From an optimization exercise on the open Yosys and OpenROAD flow, aimed at small area, a short achievable clock period and few clock cycles; shortcuts taken in it are not production practice. At most, simulation tests tie the RTL to the original design; equivalence was not proved. No driver is modelled on the clock port, so clock power and skew are understated where the tree is cut down; a real chip needs a root buffer or a tree. Power is estimated from default activity; no workload was simulated.

==> flow/design.v (excerpt) <==
module conv_window_top (
    input  wire                         clk,
    input  wire                         reset_n,
    input  wire                         i_start,
    input  wire                         i_pixel_valid,
    input  wire  [7:0]                  i_pixel,
    input  wire                         i_conv_ready,
    output logic                        o_fill_active,
    output logic [199:0]                o_window,   
    output logic                        o_conv_valid,
    output logic                        o_conv_row_start,
    output logic                        o_conv_row_end,
    output logic                        o_done
);
==> module conv_window_top, before the edit <==
module conv_window_top (
    input  wire                         clk,
    input  wire                         reset_n,
    input  wire                         i_start,
    input  wire                         i_pixel_valid,
    input  wire  [7:0]                  i_pixel,
    input  wire                         i_conv_ready,
    output logic                        o_fill_active,
    output logic [199:0]                o_window,   
    output logic                        o_conv_valid,
    output logic                        o_conv_row_start,
    output logic                        o_conv_row_end,
    output logic                        o_done
);
    localparam int img   = 32;
    localparam int ks    = 5;
    localparam int depth = (ks - 1) * img + ks - 1;   
    logic [7:0]         in_px;   
    logic [depth*8-1:0] chain;   
    logic       active;      
    logic       fill;        
    logic       pend;        
    logic       sh;          
    logic [4:0] row;         
    logic [4:0] col;
    logic       all_in;      
    logic take;
    logic new_win;
    logic want;
    logic show;
    logic show_start;
    logic show_end;
    logic show_last;
    logic pend_nxt;
    logic all_in_nxt;
    assign take        = i_pixel_valid && fill;
    assign new_win     = take && (row >= 5'd4) && (col >= 5'd4);
    assign want        = new_win || pend;
    assign show        = want && i_conv_ready;
    assign show_start  = pend ? (col == 5'd5) : (col == 5'd4);
    assign show_end    = pend ? (col == 5'd0) : (col == 5'd31);
    assign show_last   = pend ? all_in : (row == 5'd31 && col == 5'd31);
    assign pend_nxt    = want && !i_conv_ready;
    assign all_in_nxt  = all_in || (take && row == 5'd31 && col == 5'd31);
    assign o_fill_active = fill;
    always_comb begin
        for (int i = 0; i < ks; i++)
            for (int j = 0; j < ks; j++)
                if (i == ks - 1 && j == ks - 1)
                    o_window[(i*ks+j)*8 +: 8] = in_px;
                else
                    o_window[(i*ks+j)*8 +: 8] = chain[((ks-1-i)*img + (ks-1-j) - 1)*8 +: 8];
    end
    always_ff @(posedge clk) begin
        if (take) in_px <= i_pixel;
        if (sh) chain <= {chain[(depth-1)*8-1:0], in_px};
    end
    always_ff @(posedge clk) begin
        if (!reset_n) begin
            active           <= 1'b0;
            fill             <= 1'b0;
            pend             <= 1'b0;
            sh               <= 1'b0;
            row              <= '0;
            col              <= '0;
            all_in           <= 1'b0;
            o_conv_valid     <= 1'b0;
            o_conv_row_start <= 1'b0;
            o_conv_row_end   <= 1'b0;
            o_done           <= 1'b0;
        end else if (!active) begin
            pend             <= 1'b0;
            sh               <= 1'b0;
            row              <= '0;
            col              <= '0;
            all_in           <= 1'b0;
            o_conv_valid     <= 1'b0;
            o_conv_row_start <= 1'b0;
            o_conv_row_end   <= 1'b0;
            o_done           <= 1'b0;
            if (i_start) begin
                active <= 1'b1;
                fill   <= 1'b1;
            end
        end else begin
            if (take) begin
                col <= col + 1'b1;
                if (col == 5'd31) row <= row + 1'b1;
            end
            all_in           <= all_in_nxt;
            pend             <= pend_nxt;
            sh               <= (take || pend) && !pend_nxt;
            fill             <= !all_in_nxt && !pend_nxt;
            o_conv_valid     <= show;
            o_conv_row_start <= show && show_start;
            o_conv_row_end   <= show && show_end;
            o_done           <= show && show_last;
            if (show && show_last) begin
                active <= 1'b0;
                fill   <= 1'b0;
            end
        end
    end
endmodule
export LEC_CHECK = 0
export CAP_MARGIN = 20
export CELL_PAD_IN_SITES_DETAIL_PLACEMENT = 0
export CELL_PAD_IN_SITES_GLOBAL_PLACEMENT = 1
export CORE_MARGIN = 2
export CORE_UTILIZATION = 55
export GPL_ROUTABILITY_DRIVEN = 1
export PLACE_DENSITY = 0.65
export SLEW_MARGIN = 20
create_clock -name core_clock -period 9.0 [get_ports {clk}]
standard.sh (not shown) runs the stock make flow with config.mk's settings and CLKGATE_MAP_FILE= SYNTH_SCRIPT=/design/flow/synth_recipe.tcl, a recipe that flattens the netlist after the stock synthesis.
==> flow/flow/run.sh <==
#!/bin/bash
set -euo pipefail
export BUFFER_PORTS_ARGS="-buffer_cell sky130_fd_sc_hd__buf_1"
export SETUP_SLACK_MARGIN=6.3
export SKIP_CTS_REPAIR_TIMING=1
export CTS_ARGS="-sink_clustering_enable -repair_clock_nets -sink_clustering_size 30 -sink_clustering_max_diameter 100 -dont_use_dummy_load"
export POST_CTS_TCL="$(pwd)/flow/post_cts.tcl"
export CLK_INV_L1=sky130_fd_sc_hd__inv_16
export CLK_INV_L2=sky130_fd_sc_hd__inv_12
export PRE_DETAIL_PLACE_TCL="$(pwd)/flow/pre_dpl.tcl"
export PLACE_PINS_ARGS='-group_pins {o_window[0] o_window[8] o_window[16] o_window[24] o_window[32]} -group_pins {o_window[1] o_window[9] o_window[17] o_window[25] o_window[33]} -group_pins {o_window[2] o_window[10] o_window[18] o_window[26] o_window[34]} -group_pins {o_window[3] o_window[11] o_window[19] o_window[27] o_window[35]} -group_pins {o_window[4] o_window[12] o_window[20] o_window[28] o_window[36]} -group_pins {o_window[5] o_window[13] o_window[21] o_window[29] o_window[37]} -group_pins {o_window[6] o_window[14] o_window[22] o_window[30] o_window[38]} -group_pins {o_window[7] o_window[15] o_window[23] o_window[31] o_window[39]} -group_pins {o_window[40] o_window[48] o_window[56] o_window[64] o_window[72]} -group_pins {o_window[41] o_window[49] o_window[57] o_window[65] o_window[73]} -group_pins {o_window[42] o_window[50] o_window[58] o_window[66] o_window[74]} -group_pins {o_window[43] o_window[51] o_window[59] o_window[67] o_window[75]} -group_pins {o_window[44] o_window[52] o_window[60] o_window[68] o_window[76]} -group_pins {o_window[45] o_window[53] o_window[61] o_window[69] o_window[77]} -group_pins {o_window[46] o_window[54] o_window[62] o_window[70] o_window[78]} -group_pins {o_window[47] o_window[55] o_window[63] o_window[71] o_window[79]} -group_pins {o_window[80] o_window[88] o_window[96] o_window[104] o_window[112]} -group_pins {o_window[81] o_window[89] o_window[97] o_window[105] o_window[113]} -group_pins {o_window[82] o_window[90] o_window[98] o_window[106] o_window[114]} -group_pins {o_window[83] o_window[91] o_window[99] o_window[107] o_window[115]} -group_pins {o_window[84] o_window[92] o_window[100] o_window[108] o_window[116]} -group_pins {o_window[85] o_window[93] o_window[101] o_window[109] o_window[117]} -group_pins {o_window[86] o_window[94] o_window[102] o_window[110] o_window[118]} -group_pins {o_window[87] o_window[95] o_window[103] o_window[111] o_window[119]} -group_pins {o_window[120] o_window[128] o_window[136] o_window[144] o_window[152]} -group_pins {o_window[121] o_window[129] o_window[137] o_window[145] o_window[153]} -group_pins {o_window[122] o_window[130] o_window[138] o_window[146] o_window[154]} -group_pins {o_window[123] o_window[131] o_window[139] o_window[147] o_window[155]} -group_pins {o_window[124] o_window[132] o_window[140] o_window[148] o_window[156]} -group_pins {o_window[125] o_window[133] o_window[141] o_window[149] o_window[157]} -group_pins {o_window[126] o_window[134] o_window[142] o_window[150] o_window[158]} -group_pins {o_window[127] o_window[135] o_window[143] o_window[151] o_window[159]} -group_pins {o_window[160] o_window[168] o_window[176] o_window[184] o_window[192]} -group_pins {o_window[161] o_window[169] o_window[177] o_window[185] o_window[193]} -group_pins {o_window[162] o_window[170] o_window[178] o_window[186] o_window[194]} -group_pins {o_window[163] o_window[171] o_window[179] o_window[187] o_window[195]} -group_pins {o_window[164] o_window[172] o_window[180] o_window[188] o_window[196]} -group_pins {o_window[165] o_window[173] o_window[181] o_window[189] o_window[197]} -group_pins {o_window[166] o_window[174] o_window[182] o_window[190] o_window[198]} -group_pins {o_window[167] o_window[175] o_window[183] o_window[191] o_window[199]}'
bash standard.sh > flow_make.log 2>&1
Other scripts of this flow, unchanged in this note and not shown: flow/flow/post_cts.tcl, flow/flow/pre_dpl.tcl
The first run ran to the end with no violations.
Testbench counts at the start, summed over its fixed seeds: cycles 24,624.
Edit:
--- a/flow/design.v
+++ b/flow/design.v
@@ -69,9 +69,22 @@
                 else
                     o_window[(i*ks+j)*8 +: 8] = chain[((ks-1-i)*img + (ks-1-j) - 1)*8 +: 8];
     end
+    logic [depth*8-1:0] chain_in;
+    assign chain_in = {chain[(depth-1)*8-1:0], in_px};
     always_ff @(posedge clk) begin
-        if (take) in_px <= i_pixel;
-        if (sh) chain <= {chain[(depth-1)*8-1:0], in_px};
+        in_px <= in_px ^ ({8{take}} & (i_pixel ^ in_px));
+    end
+    for (genvar k = 0; k < depth; k++) begin : g_chain
+        localparam bit is_tap = ((k + 1) % img) < ks;
+        if (is_tap) begin : g_tap
+            always_ff @(posedge clk) begin
+                chain[k*8 +: 8] <= chain[k*8 +: 8] ^ ({8{sh}} & (chain_in[k*8 +: 8] ^ chain[k*8 +: 8]));
+            end
+        end else begin : g_line
+            always_ff @(posedge clk) begin
+                if (sh) chain[k*8 +: 8] <= chain_in[k*8 +: 8];
+            end
+        end
     end
     always_ff @(posedge clk) begin
         if (!reset_n) begin
Outcome:
- The changed run passed the timing, design-rule and antenna checks
- register-to-register slack gains 0.13 ns
- via count falls by 0.55%
- cell count stays flat
- synthesized area hardly moves
- die area stays flat
- routed wire length went up by 2.4%
- synthesized cell count barely changes
- cell area is about the same
- sequential share of layout area barely changes
- core utilization stays flat
- setup slack got worse by 0.021 ns
- clock skew rose by 0.045 ns
- total power stays flat
- clock power is about the same
The RTL of the second run of this note was laid out without a check of its function. In every run of this note, the design's own scripts or RTL, not TritonCTS, make the clock network.

[port drivers added, routing unchanged]
The results above use ideal ports. As a check the final layouts listed here were re-extracted and re-timed, cells and wires unchanged.
Step 1 sets driving cells, clkbuf_16 on the clock port and buf_2 on the other inputs (assumed; they add their load-dependent delay and slew).
Step 2 also shifts input and output timing later by t, the mid clock arrival at the registers, as if the neighbouring blocks saw the same clock.
Slacks: no drivers / after step 1 / after step 2; pairs: no drivers / after step 1.
run | t (ns) | setup WS [ns] | clock arrival spread, ns | pins driven straight from the clock port
the first run | 0.449 | 6.367 / 6.143 / 6.106 | 0.043 / 0.046 | 4
the second run | 0.416 | 6.346 / 6.139 / 6.125 | 0.101 / 0.106 | 4
After both steps setup and hold are still met in every run listed. The setup slack of the first run, which loses most, moves by -0.224 ns with the drivers and by -0.261 ns with both steps.
